This design comes from an exercise in tuning for small area and a short achievable clock period on the open sky130 flow, not from production work.
No activity file was given, so power comes from the tool's default toggle rates.

==> flow/design.v <==
`timescale 1ns/1ps
`default_nettype none
module bbox_extent (
    input  logic [215:0] verts,
    input  logic [47:0]  screen,
    input  logic [2:0]   mask,
    output logic [2:0]   ordx,
    output logic [2:0]   ordy,
    output logic         clx,
    output logic         cly,
    output logic         off_screen
);
    logic signed [16:0] vx [3];
    logic signed [16:0] vy [3];
    logic signed [16:0] sx, sy;
    logic [2:0] gtx, gty;
    logic [2:0] negx, negy;
    function automatic logic bbox_lt17(input logic [16:0] a, input logic [16:0] b);
        logic [16:0] x, y, g, p;
        logic [4:0]  bg, bp;
        x = {~a[16], a[15:0]};
        y = {~b[16], b[15:0]};
        g = ~x & y;
        p = ~x | y;
        for (int k = 0; k < 4; k++) begin
            bg[k] = g[4*k+3] | (p[4*k+3] & g[4*k+2]) | (p[4*k+3] & p[4*k+2] & g[4*k+1])
                  | (p[4*k+3] & p[4*k+2] & p[4*k+1] & g[4*k]);
            bp[k] = &p[4*k +: 4];
        end
        bg[4] = g[16];
        bp[4] = p[16];
        bbox_lt17 = bg[4] | (bp[4] & bg[3]) | (bp[4] & bp[3] & bg[2])
                  | (bp[4] & bp[3] & bp[2] & bg[1]) | (bp[4] & bp[3] & bp[2] & bp[1] & bg[0]);
    endfunction
    assign sx = {screen[47:34], screen[33:31] | ~mask};
    assign sy = {screen[23:10], screen[9:7] | ~mask};
    always_comb begin
        for (int v = 0; v < 3; v++) begin
            vx[v] = verts[72*v + 55 +: 17];
            vy[v] = verts[72*v + 31 +: 17];
            gtx[v] = vx[v] > sx;
            gty[v] = vy[v] > sy;
            negx[v] = vx[v][16];
            negy[v] = vy[v][16];
        end
        ordx = {bbox_lt17(vx[1], vx[2]), bbox_lt17(vx[0], vx[2]), bbox_lt17(vx[0], vx[1])};
        ordy = {bbox_lt17(vy[1], vy[2]), bbox_lt17(vy[0], vy[2]), bbox_lt17(vy[0], vy[1])};
        clx = |gtx;
        cly = |gty;
        off_screen = (&gtx) | (&gty) | (&negx) | (&negy);
    end
endmodule
`default_nettype wire
`timescale 1ns/1ps
`default_nettype none
module bbox_screen_clip (
    input  logic [215:0] verts,
    input  logic [47:0]  screen,
    input  logic [2:0]   mask,
    input  logic [2:0]   ordx,
    input  logic [2:0]   ordy,
    input  logic         clx,
    input  logic         cly,
    output logic [95:0]  box
);
    logic [23:0] vx [3];
    logic [23:0] vy [3];
    logic [23:0] scr_x, scr_y;
    logic [23:0] mnx, mny, mxx, mxy;
    logic [23:0] ll_x, ll_y, ur_x, ur_y;
    logic        negx, negy;
    assign {scr_x, scr_y} = screen;
    always_comb begin
        for (int v = 0; v < 3; v++) begin
            vx[v] = verts[72*v + 48 +: 24];
            vy[v] = verts[72*v + 24 +: 24];
        end
    end
    function automatic logic [23:0] pick_min(input logic [2:0] o,
                                             input logic [23:0] a,
                                             input logic [23:0] b,
                                             input logic [23:0] c);
        logic s0, s1, s2;
        s0 = o[0] & o[1];
        s1 = ~o[0] & o[2];
        s2 = ~(s0 | s1);
        pick_min = ({24{s0}} & a) | ({24{s1}} & b) | ({24{s2}} & c);
    endfunction
    function automatic logic [23:0] pick_max(input logic [2:0] o,
                                             input logic [23:0] a,
                                             input logic [23:0] b,
                                             input logic [23:0] c);
        logic s0, s1, s2;
        s0 = ~o[0] & ~o[1];
        s1 = o[0] & ~o[2];
        s2 = ~(s0 | s1);
        pick_max = ({24{s0}} & a) | ({24{s1}} & b) | ({24{s2}} & c);
    endfunction
    always_comb begin
        mnx = pick_min(ordx, vx[0], vx[1], vx[2]);
        mny = pick_min(ordy, vy[0], vy[1], vy[2]);
        mxx = pick_max(ordx, vx[0], vx[1], vx[2]);
        mxy = pick_max(ordy, vy[0], vy[1], vy[2]);
        negx = vx[0][23] | vx[1][23] | vx[2][23];
        negy = vy[0][23] | vy[1][23] | vy[2][23];
        ll_x = negx ? 24'd0 : {1'b0, mnx[22:10], mnx[9:7] & mask, 7'd0};
        ll_y = negy ? 24'd0 : {1'b0, mny[22:10], mny[9:7] & mask, 7'd0};
        ur_x = clx ? scr_x : {mxx[23:10], mxx[9:7] & mask, 7'd0};
        ur_y = cly ? scr_y : {mxy[23:10], mxy[9:7] & mask, 7'd0};
    end
    assign box = {ll_x, ll_y, ur_x, ur_y};
endmodule
`default_nettype wire
`timescale 1ns/1ps
`default_nettype none
module bbox_pipe (
    input  logic         clk,
    input  logic         reset,
    input  logic         halt,
    input  logic         valid,
    input  logic [288:1] pay,
    input  logic [95:0]  box,
    output logic [384:0] q
);
    logic         q_valid;
    logic [288:1] q_pay;
    logic [22:7]  q_llx, q_lly;
    logic [47:0]  q_ur;
    always_ff @(posedge clk) begin
        if (reset) begin
            q_valid <= 1'b0;
        end else if (!halt) begin
            q_valid <= valid;
        end
    end
    always_ff @(posedge clk) begin
        if (!halt) begin
            q_pay <= pay;
            q_llx <= box[94:79];
            q_lly <= box[70:55];
            q_ur  <= box[47:0];
        end
    end
    assign q = {q_pay, 1'b0, q_llx, 7'd0, 1'b0, q_lly, 7'd0, q_ur, q_valid};
endmodule
`default_nettype wire
`timescale 1ns/1ps
`default_nettype none
module bbox_top (
    input  logic         clk,
    input  logic         reset,
    input  logic         halt,
    input  logic [288:0] tri_in,
    input  logic [47:0]  screen,
    input  logic [3:0]   msaa,
    output logic [384:0] box_out
);
    logic [288:1] s1_pay;
    logic         s1_valid;
    logic [47:0]  s1_scr;
    logic [2:0]   s1_mask;
    logic [288:1] s2_pay;
    logic         s2_valid;
    logic [47:0]  s2_scr;
    logic [2:0]   s2_mask;
    logic [2:0]   s2_ordx, s2_ordy;
    logic         s2_clx, s2_cly;
    logic [2:0]   ordx, ordy;
    logic         clx, cly, off_screen;
    logic [95:0]  box;
    function automatic logic [2:0] frac_mask(input logic [3:0] code);
        case (code)
            4'b1000: frac_mask = 3'b000;
            4'b0100: frac_mask = 3'b100;
            4'b0010: frac_mask = 3'b110;
            default: frac_mask = 3'b111;
        endcase
    endfunction
    always_ff @(posedge clk) begin
        if (reset) begin
            s1_valid <= 1'b0;
        end else if (!halt) begin
            s1_valid <= tri_in[0];
        end
    end
    always_ff @(posedge clk) begin
        if (!halt) begin
            s1_pay  <= tri_in[288:1];
            s1_scr  <= screen;
            s1_mask <= frac_mask(msaa);
        end
    end
    bbox_extent u_extent (
        .verts      (s1_pay[288:73]),
        .screen     (s1_scr),
        .mask       (s1_mask),
        .ordx       (ordx),
        .ordy       (ordy),
        .clx        (clx),
        .cly        (cly),
        .off_screen (off_screen)
    );
    always_ff @(posedge clk) begin
        if (reset) begin
            s2_valid <= 1'b0;
        end else if (!halt) begin
            s2_valid <= s1_valid & ~off_screen;
        end
    end
    always_ff @(posedge clk) begin
        if (!halt) begin
            s2_pay  <= s1_pay;
            s2_scr  <= s1_scr;
            s2_mask <= s1_mask;
            s2_ordx <= ordx;
            s2_ordy <= ordy;
            s2_clx  <= clx;
            s2_cly  <= cly;
        end
    end
    bbox_screen_clip u_clip (
        .verts  (s2_pay[288:73]),
        .screen (s2_scr),
        .mask   (s2_mask),
        .ordx   (s2_ordx),
        .ordy   (s2_ordy),
        .clx    (s2_clx),
        .cly    (s2_cly),
        .box    (box)
    );
    bbox_pipe u_out (
        .clk   (clk),
        .reset (reset),
        .halt  (halt),
        .valid (s2_valid),
        .pay   (s2_pay),
        .box   (box),
        .q     (box_out)
    );
endmodule
`default_nettype wire
Settings: LEC_CHECK=0, CAP_MARGIN=20, CORE_MARGIN=2, CORE_UTILIZATION=65, CTS_CLUSTER_DIAMETER=100, CTS_CLUSTER_SIZE=30, PLACE_DENSITY=0.75, SLEW_MARGIN=20; clock period 9.0 ns.
standard.sh (not shown) runs the stock make flow with config.mk's settings and CLKGATE_MAP_FILE= SYNTH_SCRIPT=/design/flow/synth_recipe.tcl, a recipe that flattens the netlist after the stock synthesis.
==> flow/flow/run.sh <==
#!/bin/bash
# Standard ORFS layout (standard.sh, unchanged synthesis) with small port
# buffers and, after global placement (flow/post_gp.tcl), a balanced buffer
# tree for the flip-flop enables and the output port buffers moved next to
# the flip-flops that drive them. repair_timing gets a tighter setup target.
# The clock period and constraints stay the design's.
set -euo pipefail
bash standard.sh \
  BUFFER_PORTS_ARGS="-buffer_cell sky130_fd_sc_hd__buf_1" \
  POST_GLOBAL_PLACE_TCL="$(pwd)/flow/post_gp.tcl" \
  SETUP_SLACK_MARGIN=6.1 TNS_END_PERCENT=100 \
  finish > orfs_make.log 2>&1
==> flow/flow/post_gp.tcl <==
# POST_GLOBAL_PLACE hook: a balanced buffer tree for the flip-flop enables,
# and output port buffers moved next to their drivers
source [file join [file dirname [info script]] halt_tree.tcl]
source [file join [file dirname [info script]] out_bufs.tcl]
ht_build DE 16 6 sky130_fd_sc_hd__buf_4 sky130_fd_sc_hd__buf_8
ob_fix sky130_fd_sc_hd__buf_2
Other scripts of this flow, unchanged in this note and not shown: flow/flow/halt_tree.tcl, flow/flow/out_bufs.tcl
Change:
--- a/flow/flow/run.sh
+++ b/flow/flow/run.sh
@@ -9,4 +9,4 @@
   BUFFER_PORTS_ARGS="-buffer_cell sky130_fd_sc_hd__buf_1" \
   POST_GLOBAL_PLACE_TCL="$(pwd)/flow/post_gp.tcl" \
-  SETUP_SLACK_MARGIN=6.1 TNS_END_PERCENT=100 \
+  SETUP_SLACK_MARGIN=5.0 TNS_END_PERCENT=10 \
   finish > orfs_make.log 2>&1
- CORE_UTILIZATION: 65 -> 60
- PLACE_DENSITY: 0.75 -> not set
=>
- The new run completed with no timing, DRC or antenna violations
- total power goes down by 0.95%
- wire length went down by 7.7%
- synthesized area stays the same
- synthesized cell count is unchanged
- global-route usage drops by 5.2 points
- register-to-register slack is worse by 0.10 ns
- design area decreases by 1.5%
- clock-buffer cell count does not change
- maximum frequency stays flat
- clock power barely changes
- sequential power decreases by about 0.7%
Change:
--- a/flow/flow/run.sh
+++ b/flow/flow/run.sh
@@ -9,4 +9,4 @@
   BUFFER_PORTS_ARGS="-buffer_cell sky130_fd_sc_hd__buf_1" \
   POST_GLOBAL_PLACE_TCL="$(pwd)/flow/post_gp.tcl" \
-  SETUP_SLACK_MARGIN=5.0 TNS_END_PERCENT=10 \
+  SETUP_SLACK_MARGIN=6.2 TNS_END_PERCENT=100 \
   finish > orfs_make.log 2>&1
Outcome: Worst setup slack improves by 0.018 ns. Via count stays flat. Final area rose by 1.7%.
Change:
--- a/flow/flow/run.sh
+++ b/flow/flow/run.sh
@@ -9,4 +9,4 @@
   BUFFER_PORTS_ARGS="-buffer_cell sky130_fd_sc_hd__buf_1" \
   POST_GLOBAL_PLACE_TCL="$(pwd)/flow/post_gp.tcl" \
-  SETUP_SLACK_MARGIN=6.2 TNS_END_PERCENT=100 \
+  SETUP_SLACK_MARGIN=5.0 TNS_END_PERCENT=10 \
   finish > orfs_make.log 2>&1
==> flow/flow/post_gp.tcl (replaced) <==
# POST_GLOBAL_PLACE hook: a balanced buffer tree for the flip-flop enables,
# and output port buffers moved next to their drivers
source [file join [file dirname [info script]] halt_tree.tcl]
source [file join [file dirname [info script]] out_bufs.tcl]
ht_build DE 16 6 sky130_fd_sc_hd__buf_2 sky130_fd_sc_hd__buf_6
ob_fix sky130_fd_sc_hd__buf_2
Effect:
- The new run went through all stages and came out clean
- worst setup slack gets worse by 0.050 ns
- cell count barely changes
- power goes down by 0.53%
- final area goes down by 2.1%
- flip-flop and latch count is unchanged
- sequential power hardly moves
- wire length goes up by 0.30%
- register-to-register slack gets worse by 0.33 ns
- die area is unchanged
- combinational power goes down by 5.8%
No run of this note included a check of the RTL's function; only the layout flow was run.

==> port drivers added, routing unchanged <==
In the flow no input, the clock included, has a driving cell. The finished layouts below were timed again as built, in two steps.
Step 1 (the two cells are an assumption about what drives the block):
set clk [get_ports {clk}]
set_driving_cell -lib_cell sky130_fd_sc_hd__clkbuf_16 $clk
set_driving_cell -lib_cell sky130_fd_sc_hd__buf_2 [delete_from_list [all_inputs] $clk]
Step 2 also shifts input and output timing later by t, the mid clock arrival at the registers, as if the neighbouring blocks saw the same clock.
Slacks: ideal ports / drivers / drivers and shift; pairs: ideal ports / drivers.
| run | t (ns) | setup WS [ns] | clock arrival spread, ns | cell pins on the clock port's net |
|---|---|---|---|---|
| the first run | 0.665 | 5.976 / 5.913 / 5.696 | 0.042 / 0.041 | 1 |
| the second run | 0.675 | 5.978 / 5.913 / 5.645 | 0.048 / 0.049 | 1 |
| the third run | 0.670 | 5.997 / 5.935 / 5.635 | 0.042 / 0.042 | 1 |
| the fourth run | 0.682 | 5.947 / 5.921 / 5.643 | 0.025 / 0.024 | 1 |
After both steps every run listed still meets setup and hold. The setup slack of the third run, which loses most, moves by -0.062 ns with the drivers and by -0.362 ns with both steps.
